Context: an optimization exercise on an open-source flow, tuned for small area and a short achievable clock period. The choices shown serve that exercise and are no tape-out recipe. RTL that was checked went through simulation tests only; none was proved equivalent to the original. For runs 1 to 4, only the layout was checked, not whether the RTL still works. No run shown here takes its clock network from TritonCTS; it comes from the design's own scripts or RTL. The clock port is modelled as an ideal driver, which makes a skipped or thinned clock tree look cheaper than it is; a real chip needs a root buffer or a tree. Power and IR drop assume default switching activity.

==> flow/design.v <==
module data_memory_responder #(
    parameter int DEPTH_LOG2 = 6,
    parameter int LATENCY    = 2
) (
    input  logic        clk,
    input  logic        reset,
    input  logic        req,
    input  logic        we,
    input  logic [31:0] addr,
    input  logic [31:0] wdata,
    output logic        ready,
    output logic [31:0] rdata,
    output logic        err,
    output logic        busy
);
    localparam int NRING = 8;
    localparam int RLEN  = 8;
    logic unused_addr_bits;
    assign unused_addr_bits = &{1'b0, addr[31:8], LATENCY[0], DEPTH_LOG2[0]};
    logic busy_q, a0, a1, a2, ready_q;
    logic idle_q;     
    always_ff @(posedge clk or negedge reset) begin
        if (!reset) begin
            busy_q  <= 1'b0;
            idle_q  <= 1'b1;
            a0      <= 1'b0;
            a1      <= 1'b0;
            a2      <= 1'b0;
            ready_q <= 1'b0;
        end else begin
            busy_q  <= busy_q ? !ready_q : req;
            idle_q  <= busy_q ? ready_q : !req;
            a0      <= idle_q && req;
            a1      <= a0;
            a2      <= a1;
            ready_q <= a2;
        end
    end
    logic             lat_we;
    logic [4:0]       lat_addr;
    logic [31:0]      lat_wdata;
    logic [NRING-1:0] ring_oh;
    logic             err_q;
    always_ff @(posedge clk) begin
        if (idle_q) begin
            lat_we    <= we;
            lat_addr  <= addr[4:0];
            lat_wdata <= wdata;
            for (int r = 0; r < NRING; r++) ring_oh[r] <= (addr[7:5] == 3'(r));
        end
    end
    always_ff @(posedge clk) err_q <= (lat_addr[1:0] != 2'b00);
    logic [2:0] ph;
    always_ff @(posedge clk) ph <= ph + 3'd1;
    logic [2:0] pos_new, pos_lat;
    logic       al_new, al_lat;
    assign pos_new = addr[4:2] + ph;
    assign pos_lat = lat_addr[4:2] + ph;
    assign al_new  = (addr[1:0] == 2'b00);
    assign al_lat  = (lat_addr[1:0] == 2'b00);
    logic             st_new, st_lat;
    logic [NRING-1:0] wen0, wen4;
    assign st_new = reset && req && we && al_new;
    assign st_lat = (a0 || a1 || a2) && lat_we && al_lat;
    always_ff @(posedge clk) begin
        for (int r = 0; r < NRING; r++) begin
            wen0[r] <= idle_q ? (st_new && addr[7:5] == 3'(r) && pos_new == 3'd6)
                              : (st_lat && ring_oh[r] && pos_lat == 3'd6);
            wen4[r] <= idle_q ? (st_new && addr[7:5] == 3'(r) && pos_new == 3'd2)
                              : (st_lat && ring_oh[r] && pos_lat == 3'd2);
        end
    end
    logic [31:0] ring [NRING][RLEN];
    for (genvar r = 0; r < NRING; r++) begin : g_ring
        always_ff @(posedge clk) begin
            for (int p = 0; p < RLEN; p++) begin
                if (p == 0)      ring[r][p] <= wen0[r] ? lat_wdata : ring[r][RLEN-1];
                else if (p == 4) ring[r][p] <= wen4[r] ? lat_wdata : ring[r][p-1];
                else             ring[r][p] <= ring[r][p-1];
            end
        end
    end
    logic             ld_new, ld_lat, hit_new, hit_lat;
    logic [NRING-1:0] rsel0, rsel3, rsel6;
    logic             cap;
    assign ld_new  = req && !we && al_new;
    assign ld_lat  = (a0 || a1) && !lat_we && al_lat;
    assign hit_new = (pos_new == 3'd7) || (pos_new == 3'd2) || (pos_new == 3'd5);
    assign hit_lat = (pos_lat == 3'd7) || (pos_lat == 3'd2) || (pos_lat == 3'd5);
    always_ff @(posedge clk) begin
        for (int r = 0; r < NRING; r++) begin
            rsel0[r] <= idle_q ? (ld_new && addr[7:5] == 3'(r) && pos_new == 3'd7)
                               : (ld_lat && ring_oh[r] && pos_lat == 3'd7);
            rsel3[r] <= idle_q ? (ld_new && addr[7:5] == 3'(r) && pos_new == 3'd2)
                               : (ld_lat && ring_oh[r] && pos_lat == 3'd2);
            rsel6[r] <= idle_q ? (ld_new && addr[7:5] == 3'(r) && pos_new == 3'd5)
                               : (ld_lat && ring_oh[r] && pos_lat == 3'd5);
        end
    end
    always_ff @(posedge clk or negedge reset) begin
        if (!reset) cap <= 1'b0;
        else        cap <= idle_q ? (req && (!al_new || (!we && hit_new)))
                                  : (ld_lat && hit_lat);
    end
    logic [31:0] rd_mux;
    always_comb begin
        rd_mux = 32'h0;
        for (int r = 0; r < NRING; r++) begin
            rd_mux = rd_mux | ({32{rsel0[r]}} & ring[r][0]) | ({32{rsel3[r]}} & ring[r][3]) |
                     ({32{rsel6[r]}} & ring[r][6]);
        end
    end
    logic        clr;
    logic [31:0] rdata_q;
    always_ff @(posedge clk or negedge reset) begin
        if (!reset) clr <= 1'b1;
        else        clr <= 1'b0;
    end
    always_ff @(posedge clk) begin
        if (clr)      rdata_q <= 32'h0;
        else if (cap) rdata_q <= rd_mux;
    end
    assign ready = ready_q;
    assign busy  = busy_q;
    assign rdata = rdata_q;
    assign err   = err_q;
endmodule
==> flow/flow/run.sh <==
#!/bin/bash
# Layout flow: the standard ORFS flow (standard.sh), with the clock tree
# built by flow/pre_cts.tcl (a two-level balanced tree) instead of TritonCTS.
# The whole make/ORFS output goes to standard_flow.log in the work folder;
# ORFS also keeps each step's own log under orfs/logs/.
set -euo pipefail
export PRE_CTS_TCL="$PWD/flow/pre_cts.tcl"
bash standard.sh > standard_flow.log 2>&1
==> flow/flow/my_tree.tcl <==
# Build a balanced two-level clock tree: the clock port feeds NROOT root
# buffers, each root feeds a group of leaf buffers, each leaf feeds a
# compact cluster of clock sinks (found by recursive median bisection).
proc mt_center {inst} {
  set bb [$inst getBBox]
  return [list [expr {([$bb xMin] + [$bb xMax]) / 2}] [expr {([$bb yMin] + [$bb yMax]) / 2}]]
}
# items: list of {x y payload}; split into k groups of near-equal size by
# recursive bisection across the wider extent
proc mt_split {items k} {
  if {$k <= 1 || [llength $items] < 2} { return [list $items] }
  set xs [lmap it $items {lindex $it 0}]
  set ys [lmap it $items {lindex $it 1}]
  set dx [expr {[tcl::mathfunc::max {*}$xs] - [tcl::mathfunc::min {*}$xs]}]
  set dy [expr {[tcl::mathfunc::max {*}$ys] - [tcl::mathfunc::min {*}$ys]}]
  set idx [expr {$dx >= $dy ? 0 : 1}]
  set s [lsort -integer -index $idx $items]
  set k1 [expr {$k / 2}]
  set h [expr {([llength $s] * $k1) / $k}]
  return [concat [mt_split [lrange $s 0 [expr {$h - 1}]] $k1] \
                 [mt_split [lrange $s $h end] [expr {$k - $k1}]]]
}
proc mt_out {b} { foreach it [$b getITerms] { if {[$it isOutputSignal]} { return $it } } }
proc mt_in {b} { foreach it [$b getITerms] { if {[$it isInputSignal]} { return $it } } }
proc mt_centroid {items} {
  set sx 0; set sy 0
  foreach it $items { incr sx [lindex $it 0]; incr sy [lindex $it 1] }
  set n [llength $items]
  return [list [expr {$sx / $n}] [expr {$sy / $n}]]
}
proc mt_build {clk_port_net nroot leaves_per_root bufname {rootname {}}} {
  if {$rootname eq {}} { set rootname $bufname }
  set block [ord::get_db_block]
  set db [ord::get_db]
  set master [$db findMaster $bufname]
  set rmaster [$db findMaster $rootname]
  set net [$block findNet $clk_port_net]
  set sinks {}
  foreach it [$net getITerms] {
    set inst [$it getInst]
    set c [mt_center $inst]
    lappend sinks [list [lindex $c 0] [lindex $c 1] $it]
  }
  puts "MT sinks [llength $sinks]"
  set ri 0
  set li 0
  foreach rg [mt_split $sinks $nroot] {
    set leaves {}
    foreach g [mt_split $rg $leaves_per_root] {
      set c [mt_centroid $g]
      set b [odb::dbInst_create $block $master "mtleaf_$li"]
      set n [odb::dbNet_create $block "mtnet_leaf_$li"]
      $n setSigType CLOCK
      foreach s $g { set it [lindex $s 2]; $it disconnect; $it connect $n }
      [mt_out $b] connect $n
      $b setLocation [lindex $c 0] [lindex $c 1]
      $b setPlacementStatus PLACED
      lappend leaves [list [lindex $c 0] [lindex $c 1] [mt_in $b]]
      incr li
    }
    set c [mt_centroid $leaves]
    set b [odb::dbInst_create $block $rmaster "mtroot_$ri"]
    set n [odb::dbNet_create $block "mtnet_root_$ri"]
    $n setSigType CLOCK
    foreach s $leaves { [lindex $s 2] connect $n }
    [mt_out $b] connect $n
    [mt_in $b] connect $net
    $b setLocation [lindex $c 0] [lindex $c 1]
    $b setPlacementStatus PLACED
    incr ri
  }
  $net setSigType CLOCK
  puts "MT built $li leaves, $ri roots"
}
==> flow/flow/pre_cts.tcl <==
# Hook run by ORFS's cts.tcl before clock tree synthesis (PRE_CTS_TCL).
# Builds a balanced two-level clock tree instead of TritonCTS's: the clock
# port feeds 4 root buffers (buf_16), each root feeds 32 leaf buffers
# (clkbuf_8) and each leaf a compact cluster of about 17 flip-flops. The
# flow's own clock_tree_synthesis call is then replaced by one that only
# marks the clocks as propagated.
source [file join [file dirname [info script]] my_tree.tcl]
mt_build clk 4 32 sky130_fd_sc_hd__clkbuf_8 sky130_fd_sc_hd__buf_16
global_connect
rename clock_tree_synthesis orfs_clock_tree_synthesis_unused
proc clock_tree_synthesis {args} {
  puts "clock tree built by flow/pre_cts.tcl; TritonCTS not run"
  set_propagated_clock [all_clocks]
}
==> flow/standard.sh <==
#!/bin/bash
# synth_recipe.tcl (not shown) runs the flow's synth.tcl, then flattens the netlist and writes it again
# the make line also repeats each setting of config.mk as NAME=value (left out here)
make -C /OpenROAD-flow-scripts/flow DESIGN_CONFIG=/design/flow/config.mk WORK_HOME=/design/flow/orfs CLKGATE_MAP_FILE= SYNTH_SCRIPT=/design/flow/synth_recipe.tcl "${@:-finish}"
==> flow/config.mk <==
export PLATFORM = sky130hd
export DESIGN_NAME = data_memory_responder
export DESIGN_NICKNAME = data_memory_responder
export VERILOG_FILES = /design/flow/design.v
export SDC_FILE = /design/flow/constraint.sdc
export NUM_CORES = 4
export LEC_CHECK = 0
export CAP_MARGIN = 20
export CORE_MARGIN = 2
export CORE_UTILIZATION = 60
export SETUP_SLACK_MARGIN = 2.7
export SLEW_MARGIN = 20
==> flow/constraint.sdc <==
create_clock -name core_clock -period 4.5 [get_ports {clk}]
set_input_delay 0.9000 -clock core_clock [delete_from_list [all_inputs] [get_ports {clk}]]
set_output_delay 0.9000 -clock core_clock [all_outputs]
set_load 0.01 [all_outputs]
==> results of run 1 <==
## how the worst min path moves through the flow
| stage | slack, ns | cells past startpoint | end |
|---|---|---|---|
| floorplan | 0.31 | 0 | ring[10][0]$_DFF_P_ |
| global placement | 0.31 | 0 | ring[43][20]$_DFF_P_ |
| detailed placement | 0.31 | 0 | ring[10][6]$_DFF_P_ |
| CTS | 0.32 | 0 | ring[11][0]$_DFF_P_ |
| global route | 0.33 | 0 | ring[11][0]$_DFF_P_ |
| finish | 0.33 | 0 | ring[21][18]$_DFF_P_ |
## cells in the final DEF (no fill, tap or decap), drive strengths merged, types with 2 or more instances in the layout
cell,count
o22ai,24
a32o,2
o21ai,7
o31a,5
nor4,3
nor2b,4
dfrtp,6
dlygate4sd2,7
inv,5
nor3b,2
mux2,512
a222oi,32
a221oi,57
nand4,71
nand2b,4
nor3,3
or2,3
edfxtp,46
a211oi,26
dfxtp,2124
and3,28
buf,165
a22o,63
fa,2
o31ai,4
dfstp,2
clkdlybuf4s50,33
and2,4
ha,3
nor2,72
nand3,3
a22oi,206
clkbuf,130
nand2,59
## synth_stat cells, drive strengths merged, types with 5 or more instances
master,number
dfxtp,2124
mux2,512
a22oi,206
clkbuf,99
buf,85
nor2,72
nand4,71
a22o,63
nand2,59
a221oi,57
edfxtp,46
a222oi,32
and3,28
a211oi,26
o22ai,24
o21ai,7
dfrtp,6
inv,5
o31a,5
## cells by family (layout without fill, tap and decap cells)
kind of cell / count (synthesis) / after routing / share of synthesized area [%]
flops: 2178 / 2178 / 79.40
simple gates: 262 / 262 / 2.482
other cells: 1 / 1 / 0.006751
compound gates: 427 / 427 / 6.123
mux: 512 / 512 / 10.38
fa+ha+maj: 5 / 5 / 0.1397
xor+xnor: 3 / 3 / 0.1036
buf+inv: 189 / 341 / 1.361
## critical path, cell delays in order, from the launching register on
cell and delay (ns):
sky130_fd_sc_hd__edfxtp_1 0.39, sky130_fd_sc_hd__ha_2 0.20, sky130_fd_sc_hd__fa_2 0.52, sky130_fd_sc_hd__or2b_4 0.29
sky130_fd_sc_hd__buf_4 0.14, sky130_fd_sc_hd__or2_4 0.30, sky130_fd_sc_hd__o22ai_2 0.18
## report_power, final
part / switching (W) / internal, W / leakage (nW)
combinational: 0.000193 / 0.000189 / 4.99
clock: 0.00527 / 0.00272 / 0.971
sequential: 0.000213 / 0.0196 / 17.9
## registers in the layout (all words and copies together) (netlist names), 3 cells and up
register,cells
wen0,8
wen4,8
rsel3,8
rsel6,8
rdata_q,32
ring,2048
ph,3
lat_addr,5
lat_wdata,32
ring_oh,8
rsel0,8
## per-layer routing
layer	global-route usage, %	vias up
met5	0	-
met1	42.74	14680
li1	-	12680
met2	49.02	863
met4	6.205	2
met3	2.625	220
## per-stage QoR
stage,worst slack [ns],total power (W),instances
2_1_floorplan,2.269,0.02031,3577
3_3_place_gp,1.565,0.02054,4696
3_5_place_dp,1.559,0.02055,4696
4_1_cts,2.380,0.02824,4901
5_1_grt,2.307,0.02902,4915
6_report,2.402,0.02816,4915
## what timing repair did
action,in CTS,in global routing
hold endpoints to repair,0,0
pin swaps,30,12
setup buffers,72,13
cloned,1,1
setup endpoints to repair,255,87
gates resized for setup,334,33
## layout make-up
| class | instances | area (um^2) |
|---|---|---|
| multi-input cells | 1210 | 11030 |
| fillers | 6423 | 30790 |
| repair buffers | 204 | 2137 |
| plain buffers | 132 | 1872 |
| well taps | 1186 | 1484 |
| flip-flops and latches | 2178 | 44330 |
| inverters | 5 | 18.77 |
==> impl_results.md, run 1 <==
- Run status: complete, no violations
- Distinct cells, synth: 52
- Setup slack of the worst register-to-register path: ~2.4 ns
- Instance area after placement: around 0.057 mm^2
- Max-cap viol count: 0
- Violation count after the first detailed-routing iteration: between 2000 and 2500
- Required time of the critical path: around 5 ns
- Cell Area, Synth: approximately 0.056 mm^2
- Met2 wire len: 66590 um
- Final core utilization: 66.41%
- Worst-margin pin slew: between 1 and 1.5 ns
- Final Hold Fails: 0
- Total of warnings raised by yosys: 2
- Portion of synthesized cell area occupied by the leading cell type: about three quarters
- CP Max Fanout: 8
- Syn-to-layout area delta: 9.594%
- Worst R2R Start: lat_addr[2]$_DFFE_PP_
- Starting Density: between 60% and 70%
- Overflow left after global routing: 0
- Final routed DRC violation total: 0
- Most used flip-flop cell after synthesis: sky130_fd_sc_hd__dfxtp_1
- Number of failing setup endpoints in the final timing report: 0
- Topmost layer with routed signal wires: met5
- Initial antenna violation count: 3
- Leakage power: ~24 nW
- Area of the core: around 0.09 mm^2
- Detailed-router iteration count before antenna repair: 5
- Source of the critical timing path: lat_addr[2]$_DFFE_PP_
- Largest net degree at the start of global routing: 33
- Met1 Wirelength: roughly 65000 um
- Number of pins with negative max-slew slack in the final report: 0
- Hold Path Class: register to register
- Cells after synthesis: ~3600
- Yosys top cell by area: sky130_fd_sc_hd__dfxtp_1
- WL/cell: around 29 um
- Number of register bits inferred by synthesis: around 2200
- Worst-case clock skew: approximately 0.021 ns
- Finished Cell Area: approximately 0.061 mm^2
- DPL Wire Length: between 70000 and 80000 um
- Part of the cycle the worst path needs: a little under half
- Crit. End Element: register
- Global placer's final weighted congestion: between 0.8 and 0.9
- Critical path data arrival time: approximately 2.5 ns
- Setup repair after global routing missed its margin: true
- Kind of critical path: register to register
- Aggregate negative setup slack: 0 ns
- Wire length after detailed routing: 142600 um
- Max_slew headroom: 26.08%
- Share of flip-flops with an asynchronous set or reset: 0.3673%
- Core Rows: about 110
- Share of post-route cells with drive strength above 1: ~25%
- Number of synthesized flops with an enable pin: 46
- Fraction of the yosys area taken by sequential cells: about four fifths
- Peak VDD IR: between 400 and 500 uV
- Worst Hold Margin: 0.3257 ns
- Min cycle time layout: approximately 2.1 ns
- Number of nets in the synthesized netlist: 3650
- Min-delay src: ring[20][18]$_DFF_P_
- I/O pins: a little over 100
- Top cells by area, synth: sky130_fd_sc_hd__dfxtp_1 (77%), sky130_fd_sc_hd__mux2_2 (10%), sky130_fd_sc_hd__a22oi_1 (2.8%), sky130_fd_sc_hd__edfxtp_1 (2.5%), sky130_fd_sc_hd__a22o_1 (0.99%)
- Die Span X: approximately 310 um
- Die area: between 0.09 and 0.1 mm^2
- Mean Syn Cell Area: 15.53 um^2
- Die boundary height: between 300 and 400 um
- Count of vias placed by the detailed router: 28440
- Critical path launch point type: register
- Number of cell instances on the worst register-to-register path: 6
- Via count of the first global-routing pass: 29340
- Number of inserted diodes: 0
- Overall track demand over capacity in global routing: ~30%
- Ratio of total power to cell area: 462.6 mW/mm^2
- Max Freq: 0.4767 GHz
- Clock slew at reported path FFs: approximately 0.11 ns
- Global-route wire length before repair: 204200 um
- Crit path capture: rsel3[3]$_DFF_P_
- Drt via density: 5.786
- Number of buffers inserted by hold repair at cts: 0
- Quantity of I/O buffers inserted on ports: 78
- Count of nets left with antenna violations after detail routing: 0
- Net total in the final layout: between 3000 and 4000
- Critical R2R Capture: rsel3[3]$_DFF_P_
- Worst skew pair latency: just over 0.5 ns
- Sum of met3 wire segment lengths after detailed routing: between 7000 and 8000 um
==> run 2, diff against run 1 <==
--- a/flow/config.mk
+++ b/flow/config.mk
@@ -9,4 +9,4 @@
 export CORE_MARGIN = 2
-export CORE_UTILIZATION = 60
-export SETUP_SLACK_MARGIN = 2.7
+export CORE_UTILIZATION = 66
+export SETUP_SLACK_MARGIN = 2.6
 export SLEW_MARGIN = 20
==> run 2 against run 1 <==
Compared with the run above: register-to-register slack is essentially flat; design area shrank 1.0%; clock skew grew 0.00057 ns; first-iteration DRC count is 14% higher; die area fell by 9.0%; maximum frequency fell by 2.1%; sequential share of layout area up 0.75 points; critical path depth rose by 2.
==> impl_results.md, run 2 <==
- Syn-to-layout area delta: 8.459% (was 9.594%)
- Die area: 0.08649 mm^2 (was 0.09502 mm^2)
- Top cells by area, synth: sky130_fd_sc_hd__dfxtp_1 (77%), sky130_fd_sc_hd__mux2_2 (10%), sky130_fd_sc_hd__a22oi_1 (2.8%), sky130_fd_sc_hd__edfxtp_1 (2.5%), sky130_fd_sc_hd__a22o_1 (0.99%) (unchanged)
- Yosys top cell by area: sky130_fd_sc_hd__dfxtp_1 (unchanged)
- DPL Wire Length: 75900 um (was 74200 um)
- Max-cap viol count: 0 (unchanged)
- I/O pins: 103 (unchanged)
- Clock slew at reported path FFs: 0.11 ns (about the same)
- WL/cell: 29.33 um (was 29.02 um)
- Final Hold Fails: 0 (unchanged)
- Min cycle time layout: 2.143 ns (was 2.098 ns)
- Most used flip-flop cell after synthesis: sky130_fd_sc_hd__dfxtp_1 (unchanged)
- Cells after synthesis: 3577 (unchanged)
- Number of register bits inferred by synthesis: 2178 (unchanged)
- Largest net degree at the start of global routing: 33 (unchanged)
- Count of vias placed by the detailed router: 28390 (was 28440)
- Biggest regs: ring x2048, lat_wdata x32, rdata_q x32 (unchanged)
- Distinct cells, synth: 52 (unchanged)
- Number of standard cells in the layout, taps in and fillers out: 4775 (was 4915)
- Count of nets left with antenna violations after detail routing: 0 (unchanged)
- Max Freq: 0.4666 GHz (was 0.4767 GHz)
- Aggregate negative setup slack: 0 ns (unchanged)
- Crit. End Element: register (unchanged)
- Quantity of I/O buffers inserted on ports: 78 (unchanged)
- Initial antenna violation count: 0 (was 3)
- Overall track demand over capacity in global routing: 31.78% (was 29.60%)
- Violation count after the first detailed-routing iteration: 2482 (was 2184)
- Number of failing setup endpoints in the final timing report: 0 (unchanged)
- Number of buffers inserted by hold repair at cts: 0 (unchanged)
- Number of nets in the synthesized netlist: 3650 (unchanged)
- Number of pins with negative max-slew slack in the final report: 0 (unchanged)
- DP Cell Count: 4599 (was 4696)
- Die Span X: 294.1 um (was 308.3 um)
- Run status: complete, no violations (unchanged)
- Detailed-router iteration count before antenna repair: 8 (was 5)
- Fraction of the yosys area taken by sequential cells: 79.40% (unchanged)
- Die boundary height: 294.1 um (was 308.3 um)
- Starting Density: 66.48% (was 60.60%)
- Number of inserted diodes: 0 (unchanged)
- Ratio of total power to cell area: 467.4 mW/mm^2 (was 462.6 mW/mm^2)
- Global placer's final weighted congestion: 0.8200 (was 0.8070)
- Most frequent cells in the layout: sky130_fd_sc_hd__dfxtp_1 (2051), sky130_fd_sc_hd__mux2_2 (512), sky130_fd_sc_hd__a22oi_1 (206), sky130_fd_sc_hd__clkbuf_8 (128) (was sky130_fd_sc_hd__dfxtp_1 (2052), sky130_fd_sc_hd__mux2_2 (512), sky130_fd_sc_hd__a22oi_1 (206), sky130_fd_sc_hd__clkbuf_8 (128), sky130_fd_sc_hd__buf_4 (85))
- Drt via density: 5.946 (was 5.786)
- Max_slew headroom: 36.19% (was 26.08%)
- Worst skew pair latency: 0.52 ns (was 0.51 ns)
- Kind of critical path: primary input to register (was register to register)
- Mean Syn Cell Area: 15.53 um^2 (unchanged)
- Total of warnings raised by yosys: 2 (unchanged)
- Via count of the first global-routing pass: 28990 (was 29340)
- Portion of synthesized cell area occupied by the leading cell type: 76.55% (unchanged)
- Required time of the critical path: 4.94 ns (was 4.93 ns)
- Max reg flops: 2048 (unchanged)
- Number of synthesized flops with an enable pin: 46 (unchanged)
- Setup repair after global routing missed its margin: true (unchanged)
- Overflow left after global routing: 0 (unchanged)
- Net total in the final layout: 3770 (was 3804)
- CP Max Fanout: 8 (unchanged)
- Part of the cycle the worst path needs: 47.63% (was 46.62%)
- Register area: 0.04432 mm^2 (was 0.04433 mm^2)
- Cell Area, Synth: 0.05554 mm^2 (unchanged)
- Leading cell type in the layout, fill and taps excluded: sky130_fd_sc_hd__dfxtp_1 (unchanged)
- Leakage power: 23.60 nW (was 23.84 nW)
- Wire length after detailed routing: 140000 um (was 142600 um)
- Critical path data arrival time: 2.58 ns (was 2.53 ns)
- Hold Path Class: primary input to asynchronous set/reset pin (was register to register)
- Commonest cells in the netlist: sky130_fd_sc_hd__dfxtp_1 (2124), sky130_fd_sc_hd__mux2_2 (512), sky130_fd_sc_hd__a22oi_1 (206), sky130_fd_sc_hd__clkbuf_1 (99), sky130_fd_sc_hd__nor2_1 (72) (unchanged)
- Core Rows: 106 (was 111)
- Dominant cell by count in the synthesized netlist: sky130_fd_sc_hd__dfxtp_1 (unchanged)
- Peak VDD IR: 386.6 uV (was 406.8 uV)
- Area occupied by multi-input gates: 0.01096 mm^2 (was 0.01103 mm^2)
- Share of flip-flops with an asynchronous set or reset: 0.3673% (unchanged)
- Final routed DRC violation total: 0 (unchanged)
- Worst-margin pin slew: 0.9571 ns (was 1.109 ns)
- Largest register by flop count: ring (unchanged)
- Critical path launch point type: primary input (was register)
- Number of filler instances in the final layout: 5370 (was 6423)
- Area of the core: 0.08356 mm^2 (was 0.09166 mm^2)
- Global-route wire length before repair: 199500 um (was 204200 um)
- Worst-case clock skew: 0.02140 ns (was 0.02083 ns)
- Share of post-route cells with drive strength above 1: 24.55% (was 25.48%)
run 2: cell counts after synthesis:
No cell type changed its count.
run 2: kinds of logic (layout without fill, tap and decap cells):
| kind of cell | Yosys count | after routing | share of synthesized area [%] |
|---|---|---|---|
| buffers and inverters | 189 | 307 | 1.361 |
| xor gates and xnor gates | 3 | 3 | 0.1036 |
| other | 1 | 1 | 0.006751 |
| AOI/OAI and AO/OA | 427 | 427 | 6.123 |
| DFF | 2178 | 2178 | 79.40 |
| muxes | 512 | 512 | 10.38 |
| and+or+nand+nor | 262 | 262 | 2.482 |
| adders and majority gates | 5 | 5 | 0.1397 |
run 2: layer usage:
metal | vias to the layer above | GRT usage (%) | routed length [um]
met4 | 0 | 9.109 | 4482
li1 | 12590 | - | -
met5 | - | 0 | 0
met2 | 1006 | 51.26 | 65160
met3 | 256 | 3.671 | 8902
met1 | 14540 | 45.67 | 61500
run 2: metrics by stage:
stage / instance area, um^2 / utilization (%) / worst slack [ns] / total power, W / hold WS (ns)
2_1_floorplan: 55590 / - / 2.269 / 0.02031 / 0.3096
3_3_place_gp: 57400 / 68.69 / 1.613 / 0.02054 / 0.3096
3_5_place_dp: 57430 / 68.73 / 1.611 / 0.02056 / 0.3121
4_1_cts: 59900 / 71.69 / 2.364 / 0.02815 / 0.3291
5_1_grt: 60240 / 72.10 / 2.322 / 0.02893 / 0.3050
6_report: 60240 / 72.10 / 2.357 / 0.02815 / 0.2834
run 2: what timing repair did:
| item | 4_1_cts | 5_1_grt |
|---|---|---|
| pin swaps | 22 | 13 |
| resized for setup | 299 | 46 |
| gates cloned | 0 | 0 |
| setup buffers | 26 | 18 |
| setup endpoints to repair | 353 | 92 |
run 2: worst paths after layout:
kind / startpoint / end / slack [ns] / depth (start not counted)
setup / recovery: addr[2] / rsel6[1]$_DFF_P_ / 2.36 / 8
hold / removal: reset / cap$_DFF_PN0_ / 0.28 / 1
setup reg to reg: lat_addr[2]$_DFFE_PP_ / wen0[1]$_DFF_P_ / 2.40 / 7
hold reg to reg: ring[45][27]$_DFF_P_ / ring[46][27]$_DFF_P_ / 0.33 / 0
max in group asynchronous: reset / clr$_DFF_PN1_ / 3.87 / 1
min in group core_clock: ring[45][27]$_DFF_P_ / ring[46][27]$_DFF_P_ / 0.33 / 0
run 2: report_power, final:
group          internal, W  switching, W
combinational     0.000173      0.000184
sequential          0.0196      0.000215
clock              0.00272       0.00528
total               0.0225       0.00568
run 2: area by class of cell:
type,instances,share of cell area [%]
Buffer,132,3.107
Sequential cell,2178,73.58
Tap cell,1080,2.243
Multi-Input combinational cell,1210,18.20
Inverter,5,0.03115
Timing Repair Buffer,170,2.843
run 2: critical path, cell delays in order:
cell and delay [ns]:
sky130_fd_sc_hd__buf_8 0.10, sky130_fd_sc_hd__ha_4 0.15, sky130_fd_sc_hd__fa_2 0.35, sky130_fd_sc_hd__xnor3_2 0.47, sky130_fd_sc_hd__nor2b_4 0.21, sky130_fd_sc_hd__buf_6 0.13
sky130_fd_sc_hd__nand2b_4 0.11, sky130_fd_sc_hd__o22ai_2 0.15
==> run 3, diff against run 2 <==
--- a/flow/design.v
+++ b/flow/design.v
@@ -39,3 +39,3 @@
     logic             lat_we;
-    logic [4:0]       lat_addr;
+    logic [1:0]       lat_addr;
     logic [31:0]      lat_wdata;
@@ -46,3 +46,3 @@
             lat_we    <= we;
-            lat_addr  <= addr[4:0];
+            lat_addr  <= addr[1:0];
             lat_wdata <= wdata;
@@ -54,6 +54,13 @@
     always_ff @(posedge clk) ph <= ph + 3'd1;
-    logic [2:0] pos_new, pos_lat;
-    logic       al_new, al_lat;
+    logic [2:0]      pos_new;
+    logic [RLEN-1:0] lpos;
+    logic            al_new, al_lat;
     assign pos_new = addr[4:2] + ph;
-    assign pos_lat = lat_addr[4:2] + ph;
+    always_ff @(posedge clk) begin
+        if (idle_q) begin
+            for (int p = 0; p < RLEN; p++) lpos[p] <= (pos_new + 3'd1 == 3'(p));
+        end else begin
+            lpos <= {lpos[RLEN-2:0], lpos[RLEN-1]};
+        end
+    end
     assign al_new  = (addr[1:0] == 2'b00);
@@ -67,5 +74,5 @@
             wen0[r] <= idle_q ? (st_new && addr[7:5] == 3'(r) && pos_new == 3'd6)
-                              : (st_lat && ring_oh[r] && pos_lat == 3'd6);
+                              : (st_lat && ring_oh[r] && lpos[6]);
             wen4[r] <= idle_q ? (st_new && addr[7:5] == 3'(r) && pos_new == 3'd2)
-                              : (st_lat && ring_oh[r] && pos_lat == 3'd2);
+                              : (st_lat && ring_oh[r] && lpos[2]);
         end
@@ -88,3 +95,3 @@
     assign hit_new = (pos_new == 3'd7) || (pos_new == 3'd2) || (pos_new == 3'd5);
-    assign hit_lat = (pos_lat == 3'd7) || (pos_lat == 3'd2) || (pos_lat == 3'd5);
+    assign hit_lat = lpos[7] || lpos[2] || lpos[5];
     always_ff @(posedge clk) begin
@@ -92,7 +99,7 @@
             rsel0[r] <= idle_q ? (ld_new && addr[7:5] == 3'(r) && pos_new == 3'd7)
-                               : (ld_lat && ring_oh[r] && pos_lat == 3'd7);
+                               : (ld_lat && ring_oh[r] && lpos[7]);
             rsel3[r] <= idle_q ? (ld_new && addr[7:5] == 3'(r) && pos_new == 3'd2)
-                               : (ld_lat && ring_oh[r] && pos_lat == 3'd2);
+                               : (ld_lat && ring_oh[r] && lpos[2]);
             rsel6[r] <= idle_q ? (ld_new && addr[7:5] == 3'(r) && pos_new == 3'd5)
-                               : (ld_lat && ring_oh[r] && pos_lat == 3'd5);
+                               : (ld_lat && ring_oh[r] && lpos[5]);
         end
--- a/flow/config.mk
+++ b/flow/config.mk
@@ -9,3 +9,3 @@
 export CORE_MARGIN = 2
-export CORE_UTILIZATION = 66
+export CORE_UTILIZATION = 60
 export SETUP_SLACK_MARGIN = 2.6
==> run 3 against run 2 <==
Compared with the run above: still clean on timing, DRC and antenna; first-iteration DRC count up 3.7%; wire length increased by 0.30%; sequential cell count grew 5; global-route usage down 2.7 points; design area up 0.35%; maximum frequency grew 6.1%; critical path depth fell by 1; die area is 10% higher; total power is 1.5% higher; area after synthesis up 0.12%; critical path type unchanged; critical endpoint is now wen4[6]$_DFF_P_; largest cell class unchanged.
==> impl_results.md, run 3 <==
- Total of warnings raised by yosys: 2 (unchanged)
- Die area: 0.09514 mm^2 (was 0.08649 mm^2)
- Largest register by flop count: ring (unchanged)
- Tot Pwr: 0.02859 W (was 0.02815 W)
- Leading cell type in the layout, fill and taps excluded: sky130_fd_sc_hd__dfxtp_1 (unchanged)
- Number of inserted diodes: 0 (unchanged)
- Clock slew at reported path FFs: 0.10 ns (was 0.11 ns)
- Cell type of the slowest stage on the worst timing path: sky130_fd_sc_hd__fa_2 (was sky130_fd_sc_hd__xnor3_2)
- Mean Syn Cell Area: 15.55 um^2 (was 15.53 um^2)
- Number of synthesized flops with an enable pin: 43 (was 46)
- I/O pins: 103 (unchanged)
- Number of pins with negative max-slew slack in the final report: 0 (unchanged)
- Final routed DRC violation total: 0 (unchanged)
- Violation count after the first detailed-routing iteration: 2573 (was 2482)
- Min cycle time layout: 2.020 ns (was 2.143 ns)
- Distinct cells, synth: 46 (was 52)
- Detailed-router iteration count before antenna repair: 5 (was 8)
- Worst skew pair latency: 0.52 ns (about the same)
- Global placer's final weighted congestion: 0.8211 (was 0.8200)
- Run status: complete, no violations (unchanged)
- Worst path setup slack after routing: 2.480 ns (was 2.357 ns)
- Top cells by area, synth: sky130_fd_sc_hd__dfxtp_1 (77%), sky130_fd_sc_hd__mux2_2 (10%), sky130_fd_sc_hd__a22oi_1 (2.8%), sky130_fd_sc_hd__edfxtp_1 (2.3%), sky130_fd_sc_hd__a22o_1 (1.4%) (was sky130_fd_sc_hd__dfxtp_1 (77%), sky130_fd_sc_hd__mux2_2 (10%), sky130_fd_sc_hd__a22oi_1 (2.8%), sky130_fd_sc_hd__edfxtp_1 (2.5%), sky130_fd_sc_hd__a22o_1 (0.99%))
- CP Max Fanout: 8 (unchanged)
- Wire length after detailed routing: 140500 um (was 140000 um)
- Hold Path Class: register to register (was primary input to asynchronous set/reset pin)
- Die boundary height: 308.4 um (was 294.1 um)
- Die Span X: 308.4 um (was 294.1 um)
- Fraction of the yosys area taken by sequential cells: 79.44% (was 79.40%)
- Share of flip-flops with an asynchronous set or reset: 0.3665% (was 0.3673%)
- Starting Density: 60.58% (was 66.48%)
- DP Cell Count: 4756 (was 4599)
- Crit. End Element: register (unchanged)
- Cells along the critical path: buf_6 > ha_4 > fa_2 > nor2b_4 > and2_4 > and2_4 > a22o_1 (was buf_8 > ha_4 > fa_2 > xnor3_2 > nor2b_4 > buf_6 > nand2b_4 > o22ai_2)
- Max reg flops: 2048 (unchanged)
- Finished Cell Area: 0.06045 mm^2 (was 0.06024 mm^2)
- Yosys top cell by area: sky130_fd_sc_hd__dfxtp_1 (unchanged)
- Peak VDD IR: 446.8 uV (was 386.6 uV)
- WL/cell: 28.43 um (was 29.33 um)
- Setup WS pre-CTS: 1.356 ns (was 1.611 ns)
- Area of the core: 0.09180 mm^2 (was 0.08356 mm^2)
- Critical path launch point type: primary input (unchanged)
- Max Freq: 0.4950 GHz (was 0.4666 GHz)
- Part of the cycle the worst path needs: 44.89% (was 47.63%)
- Syn-to-layout area delta: 8.705% (was 8.459%)
- Most frequent cells in the layout: sky130_fd_sc_hd__dfxtp_1 (2060), sky130_fd_sc_hd__mux2_2 (512), sky130_fd_sc_hd__a22oi_1 (204), sky130_fd_sc_hd__clkbuf_8 (128), sky130_fd_sc_hd__a22o_1 (88) (was sky130_fd_sc_hd__dfxtp_1 (2051), sky130_fd_sc_hd__mux2_2 (512), sky130_fd_sc_hd__a22oi_1 (206), sky130_fd_sc_hd__clkbuf_8 (128))
- Drt via density: 5.682 (was 5.946)
- Portion of synthesized cell area occupied by the leading cell type: 76.75% (was 76.55%)
- Overflow left after global routing: 0 (unchanged)
- Core Rows: 111 (was 106)
- Most used flip-flop cell after synthesis: sky130_fd_sc_hd__dfxtp_1 (unchanged)
- Number of register bits inferred by synthesis: 2183 (was 2178)
- Number of failing setup endpoints in the final timing report: 0 (unchanged)
- Ratio of total power to cell area: 472.9 mW/mm^2 (was 467.4 mW/mm^2)
- Global-route wire length before repair: 198300 um (was 199500 um)
- Number of standard cells in the layout, taps in and fillers out: 4941 (was 4775)
- Required time of the critical path: 4.96 ns (was 4.94 ns)
- Cell mode on critical path: sky130_fd_sc_hd__and2_4
- Largest net degree at the start of global routing: 33 (unchanged)
- Instance area after placement: 0.05768 mm^2 (was 0.05743 mm^2)
- Commonest cells in the netlist: sky130_fd_sc_hd__dfxtp_1 (2132), sky130_fd_sc_hd__mux2_2 (512), sky130_fd_sc_hd__a22oi_1 (204), sky130_fd_sc_hd__clkbuf_1 (97), sky130_fd_sc_hd__a22o_1 (88) (was sky130_fd_sc_hd__dfxtp_1 (2124), sky130_fd_sc_hd__mux2_2 (512), sky130_fd_sc_hd__a22oi_1 (206), sky130_fd_sc_hd__clkbuf_1 (99), sky130_fd_sc_hd__nor2_1 (72))
- Via count of the first global-routing pass: 28580 (was 28990)
- DPL Wire Length: 75280 um (was 75900 um)
- Share of post-route cells with drive strength above 1: 24.01% (was 24.55%)
- Number of nets in the synthesized netlist: 3648 (was 3650)
- Dominant cell by count in the synthesized netlist: sky130_fd_sc_hd__dfxtp_1 (unchanged)
- Count of vias placed by the detailed router: 28080 (was 28390)
- Cells after synthesis: 3576 (was 3577)
- Quantity of I/O buffers inserted on ports: 78 (unchanged)
- Worst-case clock skew: 0.01763 ns (was 0.02140 ns)
- Setup repair after global routing missed its margin: true (unchanged)
- Biggest regs: ring x2048, lat_wdata x32, rdata_q x32 (unchanged)
- Final Hold Fails: 0 (unchanged)
- Worst-margin pin slew: 1.072 ns (was 0.9571 ns)
- Leakage power: 23.54 nW (was 23.60 nW)
- Count of nets left with antenna violations after detail routing: 0 (unchanged)
- Kind of critical path: primary input to register (unchanged)
- Largest stage delay on the critical path: 0.61 ns (was 0.47 ns)
- Max_slew headroom: 28.51% (was 36.19%)
- Net total in the final layout: 3772 (was 3770)
- Cell Area, Synth: 0.05561 mm^2 (was 0.05554 mm^2)
- Overall track demand over capacity in global routing: 29.07% (was 31.78%)
- Aggregate negative setup slack: 0 ns (unchanged)
- Critical path data arrival time: 2.48 ns (was 2.58 ns)
- Initial antenna violation count: 4 (was 0)
- Number of filler instances in the final layout: 6629 (was 5370)
- Max-cap viol count: 0 (unchanged)
==> run 3: changes by cell type in the layout (fill, tap and decap cells not counted), moves of 3 or more <==
cell	change
sky130_fd_sc_hd__a22o_1	+25
sky130_fd_sc_hd__o22ai_2	-19
sky130_fd_sc_hd__edfxtp_1	-3
sky130_fd_sc_hd__a22o_4	+6
sky130_fd_sc_hd__nand2_1	-19
sky130_fd_sc_hd__o21ai_2	-3
sky130_fd_sc_hd__buf_4	+7
sky130_fd_sc_hd__inv_1	+11
sky130_fd_sc_hd__dfxtp_1	+9
sky130_fd_sc_hd__nand3b_1	+3
==> run 3: per-stage QoR <==
stage / util, % / hold WS, ns
floorplan: - / 0.3096
CTS: 65.51 / 0.3275
global placement: 62.83 / 0.3096
detailed placement: 62.83 / 0.3121
finish: 65.85 / 0.3269
global route: 65.85 / 0.3306
==> run 3: path summary, 6_finish.rpt <==
kind | startpoint | end | slack [ns] | cells after the start
max | addr[2] | wen4[6]$_DFF_P_ | 2.48 | 7
min | ring[34][20]$_DFF_P_ | ring[35][20]$_DFF_P_ | 0.33 | 0
max reg2reg | ph[0]$_DFF_P_ | wen4[6]$_DFF_P_ | 2.57 | 6
min reg2reg | ring[34][20]$_DFF_P_ | ring[35][20]$_DFF_P_ | 0.33 | 0
max in group asynchronous | reset | idle_q$_DFF_PN1_ | 3.79 | 1
min in group asynchronous | reset | busy_q$_DFF_PN0_ | 0.39 | 1
==> run 3: routing by layer <==
metal | track usage, % | part of all wire (%) | vias to the layer above
li1 | - | - | 12610
met1 | 41.34 | 45 | 14290
met2 | 46.71 | 45 | 937
met3 | 4.274 | 6.6 | 236
met4 | 7.884 | 3.0 | 6
met5 | 0 | 0.023 | -
==> run 3: worst max-delay path, delay by kind of cell <==
kind,cells,cell delay [ns]
simple gates,3,0.57
buf+inv,1,0.10
compound gates,1,0.15
fa+ha+maj,2,0.76
==> run 3: cell families after synthesis <==
kind of cell | Yosys count | synth area share (%)
DFF | 2183 | 79.44
muxes | 513 | 10.39
AOI/OAI and AO/OA | 436 | 6.397
and+or+nand+nor | 234 | 2.171
buffers and inverters | 203 | 1.442
adders and majority gates | 4 | 0.1035
xor gates and xnor gates | 2 | 0.05850
other | 1 | 0.006743
==> run 3: timing repair <==
| item | in CTS | in global routing |
|---|---|---|
| hold buffers | 0 | 0 |
| pin swaps | 3 | 10 |
| buffers inserted | 30 | 23 |
| gates resized for setup | 281 | 26 |
| setup endpoints to repair | 270 | 83 |
==> run 3: layout make-up <==
cell class	count	area, um^2	area share [%]
flip-flops and latches	2183	44390	73.43
multi-input cells	1190	10830	17.92
plain buffers	132	1872	3.096
repair buffers	175	1732	2.865
well taps	1243	1555	2.573
inverters	18	67.56	0.1118
==> run 3: where the power goes <==
| part | total (W) | switching [W] | leakage [nW] | internal [W] |
|---|---|---|---|---|
| Combinational | 0.000444 | 0.000213 | 4.84 | 0.000231 |
| Clock | 0.00801 | 0.00529 | 0.971 | 0.00272 |
| Sequential | 0.0201 | 0.000305 | 17.7 | 0.0198 |
| Total | 0.0286 | 0.00580 | 23.5 | 0.0228 |
==> run 4, diff against run 3 <==
--- a/flow/config.mk
+++ b/flow/config.mk
@@ -9,3 +9,3 @@
 export CORE_MARGIN = 2
-export CORE_UTILIZATION = 60
+export CORE_UTILIZATION = 66
 export SETUP_SLACK_MARGIN = 2.6
==> run 4 against run 3 <==
Compared with the run above: worst setup slack better by 0.0087 ns; cell count shrank 3.6%; utilization up 6.1 points; combinational power is 6.1% higher; global-route usage increased by 2.4 points; largest cell class unchanged; first-iteration DRC count shrank 9.1%; design area decreased by 0.54%; sequential cell count unchanged; sequential share of layout area is 0.39 points higher; still clean; critical path type unchanged; synthesized cell count did not move.
==> impl_results.md, run 4 <==
- Aggregate negative setup slack: 0 ns (unchanged)
- Syn-to-layout area delta: 8.118% (was 8.705%)
- Topmost layer with routed signal wires: met5 (unchanged)
- Wire length after detailed routing: 137700 um (was 140500 um)
- CP Max Fanout: 8 (unchanged)
- Share of flip-flops with an asynchronous set or reset: 0.3665% (unchanged)
- Top cells by area, synth: sky130_fd_sc_hd__dfxtp_1 (77%), sky130_fd_sc_hd__mux2_2 (10%), sky130_fd_sc_hd__a22oi_1 (2.8%), sky130_fd_sc_hd__edfxtp_1 (2.3%), sky130_fd_sc_hd__a22o_1 (1.4%) (unchanged)
- Max reg flops: 2048 (unchanged)
- Crit. End Element: register (unchanged)
- Biggest regs: ring x2048, lat_wdata x32, rdata_q x32 (unchanged)
- Worst path setup slack after routing: 2.489 ns (was 2.480 ns)
- Total of warnings raised by yosys: 2 (unchanged)
- Max-cap viol count: 0 (unchanged)
- Largest net degree at the start of global routing: 33 (unchanged)
- Setup WS pre-CTS: 1.387 ns (was 1.356 ns)
- Final Hold Fails: 0 (unchanged)
- Cell Area, Synth: 0.05561 mm^2 (unchanged)
- Final routed DRC violation total: 0 (unchanged)
- Worst-case clock skew: 0.02871 ns (was 0.01763 ns)
- Number of inserted diodes: 0 (unchanged)
- Hold Path Class: register to register (unchanged)
- Cell type of the slowest stage on the worst timing path: sky130_fd_sc_hd__fa_2 (unchanged)
- Largest register by flop count: ring (unchanged)
- Number of pins with negative max-slew slack in the final report: 0 (unchanged)
- Max_slew headroom: 32.57% (was 28.51%)
- Met1 Wirelength: 62100 um (was 63310 um)
- Yosys top cell by area: sky130_fd_sc_hd__dfxtp_1 (unchanged)
- Core Rows: 106 (was 111)
- Overflow left after global routing: 0 (unchanged)
- Clock slew at reported path FFs: 0.10 ns (about the same)
- Drt via density: 5.919 (was 5.682)
- Quantity of I/O buffers inserted on ports: 78 (unchanged)
- Number of failing setup endpoints in the final timing report: 0 (unchanged)
- Number of buffers inserted by hold repair at cts: 0 (unchanged)
- Most frequent cells in the layout: sky130_fd_sc_hd__dfxtp_1 (2059), sky130_fd_sc_hd__mux2_2 (512), sky130_fd_sc_hd__a22oi_1 (204), sky130_fd_sc_hd__clkbuf_8 (128), sky130_fd_sc_hd__a22o_1 (88) (was sky130_fd_sc_hd__dfxtp_1 (2060), sky130_fd_sc_hd__mux2_2 (512), sky130_fd_sc_hd__a22oi_1 (204), sky130_fd_sc_hd__clkbuf_8 (128), sky130_fd_sc_hd__a22o_1 (88))
- DP Cell Count: 4593 (was 4756)
- WL/cell: 28.92 um (was 28.43 um)
- Min cycle time layout: 2.011 ns (was 2.020 ns)
- Instance area after placement: 0.05747 mm^2 (was 0.05768 mm^2)
- Overall track demand over capacity in global routing: 31.48% (was 29.07%)
- Starting Density: 66.56% (was 60.58%)
- Die Span X: 294.3 um (was 308.4 um)
- Count of vias placed by the detailed router: 28180 (was 28080)
- Count of nets left with antenna violations after detail routing: 0 (unchanged)
- Max Freq: 0.4972 GHz (was 0.4950 GHz)
- Share of post-route cells with drive strength above 1: 23.77% (was 24.01%)
- Initial antenna violation count: 1 (was 4)
- Dominant cell by count in the synthesized netlist: sky130_fd_sc_hd__dfxtp_1 (unchanged)
- Mean Syn Cell Area: 15.55 um^2 (unchanged)
- Peak VDD IR: 372.5 uV (was 446.8 uV)
- Cells after synthesis: 3576 (unchanged)
- Critical path data arrival time: 2.42 ns (was 2.48 ns)
- Commonest cells in the netlist: sky130_fd_sc_hd__dfxtp_1 (2132), sky130_fd_sc_hd__mux2_2 (512), sky130_fd_sc_hd__a22oi_1 (204), sky130_fd_sc_hd__clkbuf_1 (97), sky130_fd_sc_hd__a22o_1 (88) (unchanged)
- Cells along the critical path: buf_6 > ha_4 > fa_2 > xnor3_2 > buf_6 > and2_4 > and2_4 > a22o_1 (was buf_6 > ha_4 > fa_2 > nor2b_4 > and2_4 > and2_4 > a22o_1)
- Run status: complete, no violations (unchanged)
- I/O pins: 103 (unchanged)
- Number of register bits inferred by synthesis: 2183 (unchanged)
- Kind of critical path: primary input to register (unchanged)
- Die boundary height: 294.3 um (was 308.4 um)
- Sum of met3 wire segment lengths after detailed routing: 9025 um (was 9208 um)
- Area of the core: 0.08356 mm^2 (was 0.09180 mm^2)
- Number of standard cells in the layout, taps in and fillers out: 4761 (was 4941)
- Met2 wire len: 62040 um (was 63660 um)
- Worst Hold Margin: 0.3249 ns (was 0.3269 ns)
- Worst-margin pin slew: 1.011 ns (was 1.072 ns)
- Global placer's final weighted congestion: 0.8111 (was 0.8211)
- Most used flip-flop cell after synthesis: sky130_fd_sc_hd__dfxtp_1 (unchanged)
- DPL Wire Length: 74200 um (was 75280 um)
- Detailed-router iteration count before antenna repair: 7 (was 5)
- Portion of synthesized cell area occupied by the leading cell type: 76.75% (unchanged)
- Violation count after the first detailed-routing iteration: 2338 (was 2573)
- Part of the cycle the worst path needs: 44.70% (was 44.89%)
- Global-route wire length before repair: 197200 um (was 198300 um)
- Via count of the first global-routing pass: 28900 (was 28580)
- Largest stage delay on the critical path: 0.33 ns (was 0.61 ns)
- Fraction of the yosys area taken by sequential cells: 79.44% (unchanged)
- Leakage power: 23.43 nW (was 23.54 nW)
- Number of nets in the synthesized netlist: 3648 (unchanged)
- Setup repair after global routing missed its margin: true (unchanged)
- Ratio of total power to cell area: 475.4 mW/mm^2 (was 472.9 mW/mm^2)
- Worst skew pair latency: 0.52 ns (about the same)
- Net total in the final layout: 3755 (was 3772)
- Required time of the critical path: 4.91 ns (was 4.96 ns)
- Distinct cells, synth: 46 (unchanged)
- Number of synthesized flops with an enable pin: 43 (unchanged)
- Leading cell type in the layout, fill and taps excluded: sky130_fd_sc_hd__dfxtp_1 (unchanged)
- Die area: 0.08660 mm^2 (was 0.09514 mm^2)
- Critical path launch point type: primary input (unchanged)
- Finished Cell Area: 0.06013 mm^2 (was 0.06045 mm^2)
[run 4: changes by cell type in the layout (fill, tap and decap cells not counted), sizes merged]
cell           before  now
clkdlybuf4s15       1    0
dlymetal6s2s        2    0
clkdlybuf4s50      38   40
buf               137  121
[run 4: through the flow]
step / power [W] / util (%)
CTS: 0.02862 / 71.69
finish: 0.02858 / 71.96
floorplan: 0.02068 / -
detailed placement: 0.02098 / 68.78
global placement: 0.02095 / 68.77
global route: 0.02942 / 71.96
[run 4: power by group]
| part | internal (W) | switching [W] |
|---|---|---|
| Combinational | 0.000235 | 0.000236 |
| Clock | 0.00272 | 0.00526 |
| Sequential | 0.0198 | 0.000296 |
| Total | 0.0228 | 0.00579 |
[run 4: cells by family after synthesis]
kind of cell    share of synthesized area, %
flops                                  79.44
mux                                    10.39
compound gates                         6.397
simple gates                           2.171
buf+inv                                1.442
fa+ha+maj                             0.1035
xor+xnor                             0.05850
other cells                         0.006743
[run 4: repair_timing]
action                                  CTS  global route
endpoints found under the hold margin     0             0
resized for setup                       288            37
setup buffers                            25            11
pin swaps                                13             3
endpoints found under the setup margin  317            93
[run 4: worst paths after layout]
kind	startpoint	end	slack, ns	cells past startpoint
min	ring[53][24]$_DFF_P_	ring[54][24]$_DFF_P_	0.32	0
max	addr[2]	wen4[3]$_DFF_P_	2.49	8
min reg2reg	ring[53][24]$_DFF_P_	ring[54][24]$_DFF_P_	0.32	0
max reg2reg	ph[0]$_DFF_P_	wen4[3]$_DFF_P_	2.58	7
max in group asynchronous	reset	idle_q$_DFF_PN1_	3.54	1
min in group asynchronous	reset	ready_q$_DFF_PN0_	0.65	1
[run 4: layout make-up]
class,instances,area (um^2)
timing repair buffer,158,1600
fill,5385,23430
tap,1080,1351
multi-input combinational,1190,10850
inverter,18,67.56
sequential,2183,44390
buffer,132,1872
[run 4: worst max-delay path, delay by kind of cell]
kind	cells	cell delay [ns]
adders and majority gates	2	0.48
and+or+nand+nor	2	0.35
xor gates and xnor gates	1	0.28
buffers and inverters	2	0.24
AOI/OAI and AO/OA	1	0.18
[run 4: routing by layer]
| layer | vias to the layer above | track usage [%] |
|---|---|---|
| met2 | 999 | 49.72 |
| met3 | 250 | 4.095 |
| met4 | 2 | 9.408 |
| met5 | - | 0 |
| li1 | 12570 | - |
| met1 | 14360 | 45.74 |
==> run 5, diff against run 4 <==
--- a/flow/design.v
+++ b/flow/design.v
@@ -52,14 +52,21 @@
     always_ff @(posedge clk) err_q <= (lat_addr[1:0] != 2'b00);
-    logic [2:0] ph;
-    always_ff @(posedge clk) ph <= ph + 3'd1;
-    logic [2:0]      pos_new;
-    logic [RLEN-1:0] lpos;
+    logic [2:0]      ph;
+    logic [RLEN-1:0] phoh;
+    always_ff @(posedge clk) begin
+        ph <= ph + 3'd1;
+        for (int i = 0; i < RLEN; i++) phoh[i] <= (ph + 3'd1 == 3'(i));
+    end
+    logic [RLEN-1:0] slot_new, pos_new, lpos;
     logic            al_new, al_lat;
-    assign pos_new = addr[4:2] + ph;
+    always_comb begin
+        for (int i = 0; i < RLEN; i++) slot_new[i] = (addr[4:2] == 3'(i));
+        for (int k = 0; k < RLEN; k++) begin
+            pos_new[k] = 1'b0;
+            for (int i = 0; i < RLEN; i++)
+                pos_new[k] = pos_new[k] || (slot_new[i] && phoh[(k - i) & (RLEN - 1)]);
+        end
+    end
     always_ff @(posedge clk) begin
-        if (idle_q) begin
-            for (int p = 0; p < RLEN; p++) lpos[p] <= (pos_new + 3'd1 == 3'(p));
-        end else begin
-            lpos <= {lpos[RLEN-2:0], lpos[RLEN-1]};
-        end
+        if (idle_q) lpos <= {pos_new[RLEN-2:0], pos_new[RLEN-1]};
+        else        lpos <= {lpos[RLEN-2:0], lpos[RLEN-1]};
     end
@@ -73,5 +80,5 @@
         for (int r = 0; r < NRING; r++) begin
-            wen0[r] <= idle_q ? (st_new && addr[7:5] == 3'(r) && pos_new == 3'd6)
+            wen0[r] <= idle_q ? (st_new && addr[7:5] == 3'(r) && pos_new[6])
                               : (st_lat && ring_oh[r] && lpos[6]);
-            wen4[r] <= idle_q ? (st_new && addr[7:5] == 3'(r) && pos_new == 3'd2)
+            wen4[r] <= idle_q ? (st_new && addr[7:5] == 3'(r) && pos_new[2])
                               : (st_lat && ring_oh[r] && lpos[2]);
@@ -94,3 +101,3 @@
     assign ld_lat  = (a0 || a1) && !lat_we && al_lat;
-    assign hit_new = (pos_new == 3'd7) || (pos_new == 3'd2) || (pos_new == 3'd5);
+    assign hit_new = (pos_new[7]) || (pos_new[2]) || (pos_new[5]);
     assign hit_lat = lpos[7] || lpos[2] || lpos[5];
@@ -98,7 +105,7 @@
         for (int r = 0; r < NRING; r++) begin
-            rsel0[r] <= idle_q ? (ld_new && addr[7:5] == 3'(r) && pos_new == 3'd7)
+            rsel0[r] <= idle_q ? (ld_new && addr[7:5] == 3'(r) && pos_new[7])
                                : (ld_lat && ring_oh[r] && lpos[7]);
-            rsel3[r] <= idle_q ? (ld_new && addr[7:5] == 3'(r) && pos_new == 3'd2)
+            rsel3[r] <= idle_q ? (ld_new && addr[7:5] == 3'(r) && pos_new[2])
                                : (ld_lat && ring_oh[r] && lpos[2]);
-            rsel6[r] <= idle_q ? (ld_new && addr[7:5] == 3'(r) && pos_new == 3'd5)
+            rsel6[r] <= idle_q ? (ld_new && addr[7:5] == 3'(r) && pos_new[5])
                                : (ld_lat && ring_oh[r] && lpos[5]);
==> run 5 against run 4 <==
Compared with the run above: area after synthesis is 1.2% higher; still clean; first-iteration DRC count is 3.4% higher; sequential cell count is 8 higher; clock power is 0.5% higher; critical path depth is 7 lower; critical endpoint is now busy; via count is 2.4% higher; largest power group unchanged; largest cell class unchanged; combinational power is 22% higher; wire length is 2.0% higher; die area is 1.2% higher; register-to-register slack hardly changed.
==> impl_results.md, run 5 <==
- WL/cell: 28.55 um (was 28.92 um)
- Largest stage delay on the critical path: 0.47 ns (was 0.33 ns)
- Count of nets left with antenna violations after detail routing: 0 (unchanged)
- Die boundary height: 296.1 um (was 294.3 um)
- Commonest cells in the netlist: sky130_fd_sc_hd__dfxtp_1 (2140), sky130_fd_sc_hd__mux2_2 (494), sky130_fd_sc_hd__a22oi_1 (210), sky130_fd_sc_hd__clkbuf_1 (101), sky130_fd_sc_hd__nor2_1 (78) (was sky130_fd_sc_hd__dfxtp_1 (2132), sky130_fd_sc_hd__mux2_2 (512), sky130_fd_sc_hd__a22oi_1 (204), sky130_fd_sc_hd__clkbuf_1 (97), sky130_fd_sc_hd__a22o_1 (88))
- Instance area after placement: 0.05819 mm^2 (was 0.05747 mm^2)
- Cell Area, Synth: 0.05630 mm^2 (was 0.05561 mm^2)
- Finished Cell Area: 0.06076 mm^2 (was 0.06013 mm^2)
- Drt via density: 5.869 (was 5.919)
- Required time of the critical path: 3.60 ns (was 4.91 ns)
- Core Rows: 107 (was 106)
- I/O pins: 103 (unchanged)
- Proportion of total power due to net switching: 20.66% (was 20.27%)
- Ratio of total power to cell area: 483.7 mW/mm^2 (was 475.4 mW/mm^2)
- Clock slew at reported path FFs: 0.10 ns (about the same)
- Cells along the critical path: buf_6 (was buf_6 > ha_4 > fa_2 > xnor3_2 > buf_6 > and2_4 > and2_4 > a22o_1)
- Critical path's top delay family: flip-flops (was adder cells)
- Hold Path Class: register to register (unchanged)
- Top cells by area, synth: sky130_fd_sc_hd__dfxtp_1 (76%), sky130_fd_sc_hd__mux2_2 (9.9%), sky130_fd_sc_hd__a22oi_1 (2.8%), sky130_fd_sc_hd__edfxtp_1 (2.3%), sky130_fd_sc_hd__a22o_1 (0.98%) (was sky130_fd_sc_hd__dfxtp_1 (77%), sky130_fd_sc_hd__mux2_2 (10%), sky130_fd_sc_hd__a22oi_1 (2.8%), sky130_fd_sc_hd__edfxtp_1 (2.3%), sky130_fd_sc_hd__a22o_1 (1.4%))
- Min cycle time layout: 2.041 ns (was 2.011 ns)
- Overall track demand over capacity in global routing: 31.62% (was 31.48%)
- Number of failing setup endpoints in the final timing report: 0 (unchanged)
- Distinct cells, synth: 57 (was 46)
- Sw power: 0.006072 W (was 0.005795 W)
- Setup WS pre-CTS: 1.201 ns (was 1.387 ns)
- Initial antenna violation count: 4 (was 1)
- Biggest regs: ring x2048, lat_wdata x32, rdata_q x32 (unchanged)
- Crit. End Element: output port (was register)
- Most frequent cells in the layout: sky130_fd_sc_hd__dfxtp_1 (2068), sky130_fd_sc_hd__mux2_2 (494), sky130_fd_sc_hd__a22oi_1 (210), sky130_fd_sc_hd__clkbuf_8 (128), sky130_fd_sc_hd__nor2_1 (77) (was sky130_fd_sc_hd__dfxtp_1 (2059), sky130_fd_sc_hd__mux2_2 (512), sky130_fd_sc_hd__a22oi_1 (204), sky130_fd_sc_hd__clkbuf_8 (128), sky130_fd_sc_hd__a22o_1 (88))
- Final routed DRC violation total: 0 (unchanged)
- Total of warnings raised by yosys: 2 (unchanged)
- Critical path data arrival time: 1.14 ns (was 2.42 ns)
- Aggregate negative setup slack: 0 ns (unchanged)
- Portion of synthesized cell area occupied by the leading cell type: 76.09% (was 76.75%)
- Starting Density: 66.33% (was 66.56%)
- Overflow left after global routing: 0 (unchanged)
- Most used flip-flop cell after synthesis: sky130_fd_sc_hd__dfxtp_1 (unchanged)
- Mean Syn Cell Area: 15.32 um^2 (was 15.55 um^2)
- Dominant cell by count in the synthesized netlist: sky130_fd_sc_hd__dfxtp_1 (unchanged)
- Critical path launch point type: register (was primary input)
- Run status: complete, no violations (unchanged)
- Leakage power: 23.54 nW (was 23.43 nW)
- Worst Hold Margin: 0.3157 ns (was 0.3249 ns)
- Die area: 0.08765 mm^2 (was 0.08660 mm^2)
- Largest net degree at the start of global routing: 33 (unchanged)
- Detailed-router iteration count before antenna repair: 6 (was 7)
- Peak VDD IR: 393.2 uV (was 372.5 uV)
- Worst path setup slack after routing: 2.459 ns (was 2.489 ns)
- Number of nets in the synthesized netlist: 3749 (was 3648)
- Final Hold Fails: 0 (unchanged)
- Sequential cell fraction of total power: 70.7% (was 70.4%)
- Syn-to-layout area delta: 7.925% (was 8.118%)
- Violation count after the first detailed-routing iteration: 2417 (was 2338)
- Area of the core: 0.08488 mm^2 (was 0.08356 mm^2)
- Die Span X: 296.1 um (was 294.3 um)
- Max_slew headroom: 36.24% (was 32.57%)
- Worst-margin pin slew: 0.9564 ns (was 1.011 ns)
- Number of synthesized flops with an enable pin: 43 (unchanged)
- Yosys top cell by area: sky130_fd_sc_hd__dfxtp_1 (unchanged)
- Share of total power in the clock network: 27.3% (was 27.9%)
- Register area: 0.04454 mm^2 (was 0.04439 mm^2)
- Number of filler instances in the final layout: 5671 (was 5385)
- Via count of the first global-routing pass: 29350 (was 28900)
- Total internal power: 0.02332 W (was 0.02279 W)
- Number of register bits inferred by synthesis: 2191 (was 2183)
- Share of post-route cells with drive strength above 1: 22.39% (was 23.77%)
- Leading cell type in the layout, fill and taps excluded: sky130_fd_sc_hd__dfxtp_1 (unchanged)
- Worst path bufs/invs: 1 (was 2)
- DPL Wire Length: 76760 um (was 74200 um)
- Quantity of I/O buffers inserted on ports: 78 (unchanged)
- Area occupied by multi-input gates: 0.01128 mm^2 (was 0.01085 mm^2)
- Cells after synthesis: 3676 (was 3576)
- Worst skew pair latency: 0.53 ns (was 0.52 ns)
- Net total in the final layout: 3849 (was 3755)
- Wire length after detailed routing: 140400 um (was 137700 um)
- Fraction of the yosys area taken by sequential cells: 78.75% (was 79.44%)
- Max Freq: 0.4900 GHz (was 0.4972 GHz)
- Setup repair after global routing missed its margin: true (unchanged)
- Count of vias placed by the detailed router: 28870 (was 28180)
- Max reg flops: 2048 (unchanged)
- Global-route wire length before repair: 200200 um (was 197200 um)
- Number of pins with negative max-slew slack in the final report: 0 (unchanged)
- CP Max Fanout: 2 (was 8)
- Worst-case clock skew: 0.03058 ns (was 0.02871 ns)
- Global placer's final weighted congestion: 0.8319 (was 0.8111)
- Kind of critical path: register to output port (was primary input to register)
- Max-cap viol count: 0 (unchanged)
- Largest register by flop count: ring (unchanged)
- Part of the cycle the worst path needs: 45.35% (was 44.70%)
- Cell type of the slowest stage on the worst timing path: sky130_fd_sc_hd__dfrtp_2 (was sky130_fd_sc_hd__fa_2)
- Setup slack of the worst register-to-register path: 2.59 ns (was 2.58 ns)
- Combinational share of power: 1.9% (was 1.6%)
- Share of flip-flops with an asynchronous set or reset: 0.3651% (was 0.3665%)
-- run 5: changes by cell type in the layout (fill, tap and decap cells not counted), moves of 9 or more --
cell	previous run	this run
sky130_fd_sc_hd__a22o_1	88	63
sky130_fd_sc_hd__dfxtp_1	2059	2068
sky130_fd_sc_hd__mux2_1	0	18
sky130_fd_sc_hd__mux2_2	512	494
sky130_fd_sc_hd__mux2i_1	1	11
sky130_fd_sc_hd__nand2_1	33	66
sky130_fd_sc_hd__nand2b_1	2	11
sky130_fd_sc_hd__nand3_1	1	14
sky130_fd_sc_hd__nor2_1	67	77
sky130_fd_sc_hd__o21ai_1	2	26
-- run 5: path summary, 6_finish.rpt --
kind,from,to,depth (start not counted)
max reg2reg,rsel3[3]$_DFF_P_,rdata_q[8]$_SDFFE_PP0P_,5
max,busy_q$_DFF_PN0_,busy,1
min in group asynchronous,reset,cap$_DFF_PN0_,1
max in group asynchronous,reset,cap$_DFF_PN0_,1
min,ring[13][2]$_DFF_P_,ring[14][2]$_DFF_P_,0
min reg2reg,ring[13][2]$_DFF_P_,ring[14][2]$_DFF_P_,0
-- run 5: logic make-up (layout without fill, tap and decap cells) --
logic type | after synthesis | in the layout | share of synthesized area [%]
DFF | 2191 | 2191 | 78.75
muxes | 530 | 530 | 10.65
AOI/OAI and AO/OA | 451 | 451 | 6.343
and+or+nand+nor | 294 | 294 | 2.685
buffers and inverters | 203 | 301 | 1.442
adders and majority gates | 5 | 5 | 0.1111
other | 1 | 2 | 0.006661
xor gates and xnor gates | 1 | 1 | 0.01556
-- run 5: what timing repair did --
action,4_1_cts,5_1_grt
hold endpoints to repair,0,0
pin swaps,2,3
hold buffers,0,0
resized for setup,275,39
cloned,0,0
setup endpoints to repair,282,88
buffers inserted,24,5
-- run 5: per-stage QoR --
stage / total power, W / std cells / util (%)
2_1_floorplan: 0.02135 / 3676 / -
3_3_place_gp: 0.02169 / 4757 / 68.55
3_5_place_dp: 0.02174 / 4757 / 68.56
4_1_cts: 0.02940 / 4913 / 71.37
5_1_grt: 0.03025 / 4918 / 71.58
6_report: 0.02939 / 4919 / 71.59
-- run 5: routing by layer --
layer	up-vias	GRT usage [%]	wire length (um)
met4	0	8.549	4636
li1	12900	-	-
met1	14650	45.16	61370
met2	1062	51.86	65180
met3	262	3.298	9263
met5	-	0	0
-- run 5: power groups by stage --
| stage | sequential, W | combinational [W] | clock [W] |
|---|---|---|---|
| after floorplan | 0.0210 | 0.000377 | 0 |
| after global placement | 0.0212 | 0.000488 | 0 |
| after detailed placement | 0.0212 | 0.000501 | 0 |
| after CTS | 0.0208 | 0.000559 | 0.00807 |
| after global routing | 0.0209 | 0.000610 | 0.00878 |
| final | 0.0208 | 0.000573 | 0.00803 |
-- run 5: area by class of cell --
class	instances	share of cell area (%)
timing repair buffer	153	2.595
multi-input combinational	1282	18.57
antenna	1	0.004118
buffer	132	3.081
inverter	16	0.09884
sequential	2191	73.30
tap	1144	2.356

[afterwards: timing with drivers on the ports]
How much do the figures lean on ideal ports? The routed layouts below were timed once more, with nothing changed but the port constraints. Step 1 (the two cells are an assumption about what drives the block):
set clk [get_ports {clk}]
set_driving_cell -lib_cell sky130_fd_sc_hd__clkbuf_16 $clk
set_driving_cell -lib_cell sky130_fd_sc_hd__buf_2 [delete_from_list [all_inputs] $clk]
Step 2 also shifts input and output timing later by t, the mid clock arrival at the registers, as if the neighbouring blocks saw the same clock. Slacks: ideal / step 1 / step 2; pairs: ideal / step 1.
| run | shift t [ns] | setup WS [ns] | worst data-port slew with drivers (ns) |
|---|---|---|---|
| run 1 | 0.667 | 2.402 / 2.378 / 1.983 | 0.13 |
| run 2 | 0.681 | 2.357 / 2.379 / 1.807 | 0.05 |
| run 3 | 0.677 | 2.480 / 2.375 / 1.935 | 0.12 |
| run 4 | 0.682 | 2.489 / 2.371 / 1.935 | 0.08 |
| run 5 | 0.678 | 2.459 / 2.297 / 2.104 | 0.06 |
After both steps every run listed still meets setup and hold. For run 4, which loses most, drivers alone change the setup slack by -0.118 ns; drivers and shift together by -0.554 ns.
